Context: an optimization exercise on an open-source flow, tuned for a short achievable clock period and few clock cycles. The choices shown serve that exercise and are no tape-out recipe.
The RTL was checked by simulation tests, not by an equivalence proof against the original design.
The clock port is modelled as an ideal driver; clocking choices that lean on that would not hold on a real chip.
No activity file was given, so power comes from the tool's default toggle rates.

## oak
Design l2_tlb_tag_lookup, start of the top module:
module l2_tlb_tag_lookup #(
    parameter  int SETS  = 16,
    parameter  int VPN_W = 31,
    localparam int IW    = $clog2(SETS)
) (
    input  logic             clk,
    input  logic             reset_n,
    input  logic             req_valid,
    output logic             req_ready,
    input  logic [VPN_W-1:0] req_vpn,
    input  logic             req_passthrough,
    input  logic             flush,
    output logic             resp_valid,
    output logic [4:0]       resp_hitsVec,
    output logic             resp_miss,
    output logic [IW-1:0]    resp_idx,
    output logic [3:0]       resp_valid_way,
    output logic             ptw_req_valid,
    input  logic             ptw_req_ready,
    output logic [VPN_W-1:0] ptw_req_vpn,
    input  logic             ptw_resp_valid,
    input  logic             ptw_resp_error,
    output logic             refill_valid,
    output logic [1:0]       refill_way,
    output logic [IW-1:0]    refill_idx
);
    localparam int TW = VPN_W - IW;
    logic [3:0]       valid_q [SETS];
    logic [TW-1:0]    tag_q   [4][SETS];
    logic             flush_q;    
    logic [1:0]       rr_q;
    logic             busy_q;     
    logic             busy_rdy_q;   
    logic             preq_q;     
    logic             wait_q;     
    logic             drop_q;     
    logic             armw_q;     
    logic             allv_q;     
    logic [3:0]       wen_q   [SETS];   
    logic [IW-1:0]    fill_idx_q;
    logic [TW-1:0]    fill_tag_q;
    logic [IW-1:0]    req_idx;
    logic [TW-1:0]    req_tag;
    logic [SETS-1:0]  dec;
    logic [3:0]       veff    [SETS];
    logic [3:0]       nsel    [SETS];
    logic [3:0]       hit4    [4];
    logic [1:0]       nhit8   [4];
    logic [3:0]       hitw;
    logic [1:0]       nany2;
  ...
Size in the first run: roughly 5400 cells after synthesis, about 1900 flip-flops, roughly 94 I/O pins.
export LEC_CHECK = 0
export CAP_MARGIN = 20
export CORE_MARGIN = 8
export CORE_UTILIZATION = 55
export SETUP_SLACK_MARGIN = 3.0
export SLEW_MARGIN = 20
export SYNTH_HIERARCHICAL = 1
export SYNTH_MINIMUM_KEEP_SIZE = 0
export TNS_END_PERCENT = 100
create_clock -name core_clock -period 5.5 [get_ports {clk}]
standard.sh (not shown) runs the stock make flow with config.mk's settings and CLKGATE_MAP_FILE= SYNTH_SCRIPT=/design/flow/synth_recipe.tcl, a recipe that flattens the netlist after the stock synthesis.
==> flow/flow/run.sh <==
#!/bin/bash
# Layout flow: the standard ORFS flow (standard.sh, with the standard
# synthesis unchanged) plus two ORFS step hooks:
#   flow/io.tcl       before pin placement: keeps the ports of the short
#                     port-to-port control paths next to each other;
#   flow/post_cts.tcl after CTS: upsizes the port buffers and the gates
#                     that drive output buffers, then repairs setup again.
# Each tool's output is in synth.log / layout.log here and in orfs/logs/.
set -euo pipefail
here=$(pwd)
export PRE_IO_PLACEMENT_TCL=$here/flow/io.tcl
export POST_CTS_TCL=$here/flow/post_cts.tcl
bash standard.sh synth > synth.log 2>&1
bash standard.sh finish > layout.log 2>&1
Other scripts of this flow, unchanged in this note and not shown: flow/flow/io.tcl, flow/flow/post_cts.tcl
Testbench counts of oak, summed over its fixed seeds: cycles 58,847.
For cedar, these inputs were changed with respect to oak:
diff --git a/flow/design.v b/flow/design.v
--- a/flow/design.v
+++ b/flow/design.v
@@ -201,25 +201,25 @@
             ptw_req_vpn    <= '0;
             refill_way     <= '0;
             armw_q         <= 1'b0;
             for (int s = 0; s < SETS; s++) wen_q[s] <= '0;
         end else begin
             flush_q    <= flush;
             resp_valid <= accept;
             resp_miss  <= resp_miss_d;
             if (resp_valid) fill_idx_q <= ptw_req_vpn[IW-1:0];
-            if (accept) begin
+            if (!busy_q) begin
                 ptw_req_vpn <= req_vpn;
                 refill_way  <= victim_way;
             end
             armw_q <= (hs || (wait_q && !ptw_resp_valid)) && !drop_q && !flush;
-            if (accept) allv_q <= set_allv;
-            if (accept)
+            if (!busy_q) allv_q <= set_allv;
+            if (!busy_q)
                 for (int s = 0; s < SETS; s++)
                     for (int w = 0; w < 4; w++)
                         wen_q[s][w] <= dec[s] && vict1h[s][w];
             busy_q     <= busy_d;
             busy_rdy_q <= busy_rdy_d;
             preq_q <= preq_d;
             drop_q <= (preq_q || wait_q) && (drop_q || flush);
             if (hs)                                   wait_q <= 1'b1;
             else if (ptw_resp_valid)                  wait_q <= 1'b0;
## What came out
cedar ended with every stage complete and zero timing, DRC or antenna violations. The final layout from oak, which completed every stage, passed the timing, design-rule and antenna checks at the end of the flow. Compared with oak, in cedar portion of total power attributed to combinational logic +0.6 points, slack of the worst reg-to-reg path ~0 delta, layout-stage area growth over the synthesis result +1.8 points. Summary — clock latency reported for the late side of the worst-skew pair, cedar relative to oak: higher, by 0.02 ns. Per the comparison of cedar with oak, layout clock buffer count now larger, global-route wire length before repair saw a decrease. On flip-flop and latch count, oak and cedar are basically level. Compared with oak, cedar shows number of antenna violations at the first check in global routing lower by 18%. Global routing met3 resource utilization (higher): oak. cedar vs oak: detailed placer's ending HPWL up by a few percent.
Testbench counts of cedar, summed over its fixed seeds: cycles 58,847.

---

Another version of the RTL of l2_tlb_tag_lookup (not shown whole).
For scale: roughly 5300 cells after synthesis, ~1900 flip-flops, about 94 I/O pins, about 0.084 mm^2 of cells after synthesis.
clock: 5.5 ns
lec_check: 0
cap_margin: 20
core_margin: 8
core_utilization: 55
setup_slack_margin: 3.0
slew_margin: 20
synth_hierarchical: 1
synth_minimum_keep_size: 0
tns_end_percent: 100
run.sh (not shown) runs the stock make flow with config.mk's settings and CLKGATE_MAP_FILE= SYNTH_SCRIPT=/design/flow/synth_recipe.tcl, a recipe that flattens the netlist after the stock synthesis.
Stock flow here: none of the scripts above is used.
Testbench counts at the start, summed over its fixed seeds: cycles 58,847.
Rerun with:
--- a/flow/design.v
+++ b/flow/design.v
@@ -191,20 +191,29 @@
             drop_q         <= 1'b0;
             allv_q         <= 1'b0;
             flush_q        <= 1'b0;
             rr_q           <= 2'd0;
             resp_valid     <= 1'b0;
             resp_miss      <= 1'b0;
             fill_idx_q     <= '0;
+            ptw_req_vpn    <= '0;
+            refill_way     <= '0;
+            armw_q         <= 1'b0;
             for (int s = 0; s < SETS; s++) wen_q[s] <= '0;
         end else begin
             flush_q    <= flush;
             resp_valid <= accept;
             resp_miss  <= resp_miss_d;
             if (resp_valid) fill_idx_q <= ptw_req_vpn[IW-1:0];
+            if (accept) begin
+                ptw_req_vpn <= req_vpn;
+                refill_way  <= victim_way;
+            end
+            if (hs)                           armw_q <= !(drop_q || flush);
+            else if (flush || ptw_resp_valid) armw_q <= 1'b0;
             if (accept) allv_q <= set_allv;
             if (accept)
                 for (int s = 0; s < SETS; s++)
                     for (int w = 0; w < 4; w++)
                         wen_q[s][w] <= dec[s] && vict1h[s][w];
             busy_q <= busy_d;
             preq_q <= preq_d;
@@ -223,20 +232,14 @@
                     valid_q[s][w] <= veff[s][w] || (fill && wen_q[s][w]);
         end
     end
     always_ff @(posedge clk) begin
         resp_hitsVec   <= lookup_hits;
         resp_idx       <= req_idx;
         resp_valid_way <= set_valid;
-        if (accept) begin
-            ptw_req_vpn <= req_vpn;
-            refill_way  <= victim_way;
-        end
-        if (hs)                           armw_q <= !(drop_q || flush);
-        else if (flush || ptw_resp_valid) armw_q <= 1'b0;
     end
     always_ff @(posedge clk) begin
         if (resp_valid) fill_tag_q <= ptw_req_vpn[VPN_W-1:IW];
         for (int s = 0; s < SETS; s++)
             for (int w = 0; w < 4; w++)
                 if (fill && wen_q[s][w]) tag_q[w][s] <= fill_tag_q;
     end
Routed wire length went up by 4.2%; worst hold slack improves by 0.032 ns; power climbs by 4.2%; area after synthesis climbs by 0.31%; utilization drops by 0.21 points; final area rose by 0.48%; cell count rises by 1.7%; critical path depth went up by 3; synthesized cell count rises by 1.7%; via count increases by 3.5%.
Testbench counts after the change, summed over its fixed seeds: cycles 58,847.

-- what the ideal ports hide --
No port has a modelled driver above. Below, the same layouts with a new extraction and two added sets of constraints.
Step 1 sets driving cells, clkbuf_16 on the clock port and buf_2 on the other inputs (assumed; they add their load-dependent delay and slew).
Step 2 adds t to the input delays and takes it off the output delays; t is the mean of the earliest and latest rising clock arrival at the registers after step 1. Input paths then give back, and output paths get back, about the clock's delay inside the block.
a / b / c = no drivers / after step 1 / after step 2; a / b = the first two.
run	t, ns	setup slack, ns	worst setup path after step 2	worst data-port slew with drivers (ns)
oak	0.882	2.851 / 2.563 / 1.681	input to register	0.47
cedar	0.896	2.869 / 2.692 / 1.796	input to register	0.44
the first run of note 2	0.895	2.778 / 2.683 / 1.788	input to register	0.47
the second run of note 2	0.897	2.716 / 2.664 / 1.768	input to register	0.47
After both steps every run listed still meets setup and hold. For oak, which loses most, drivers alone change the setup slack by -0.288 ns; drivers and shift together by -1.170 ns.
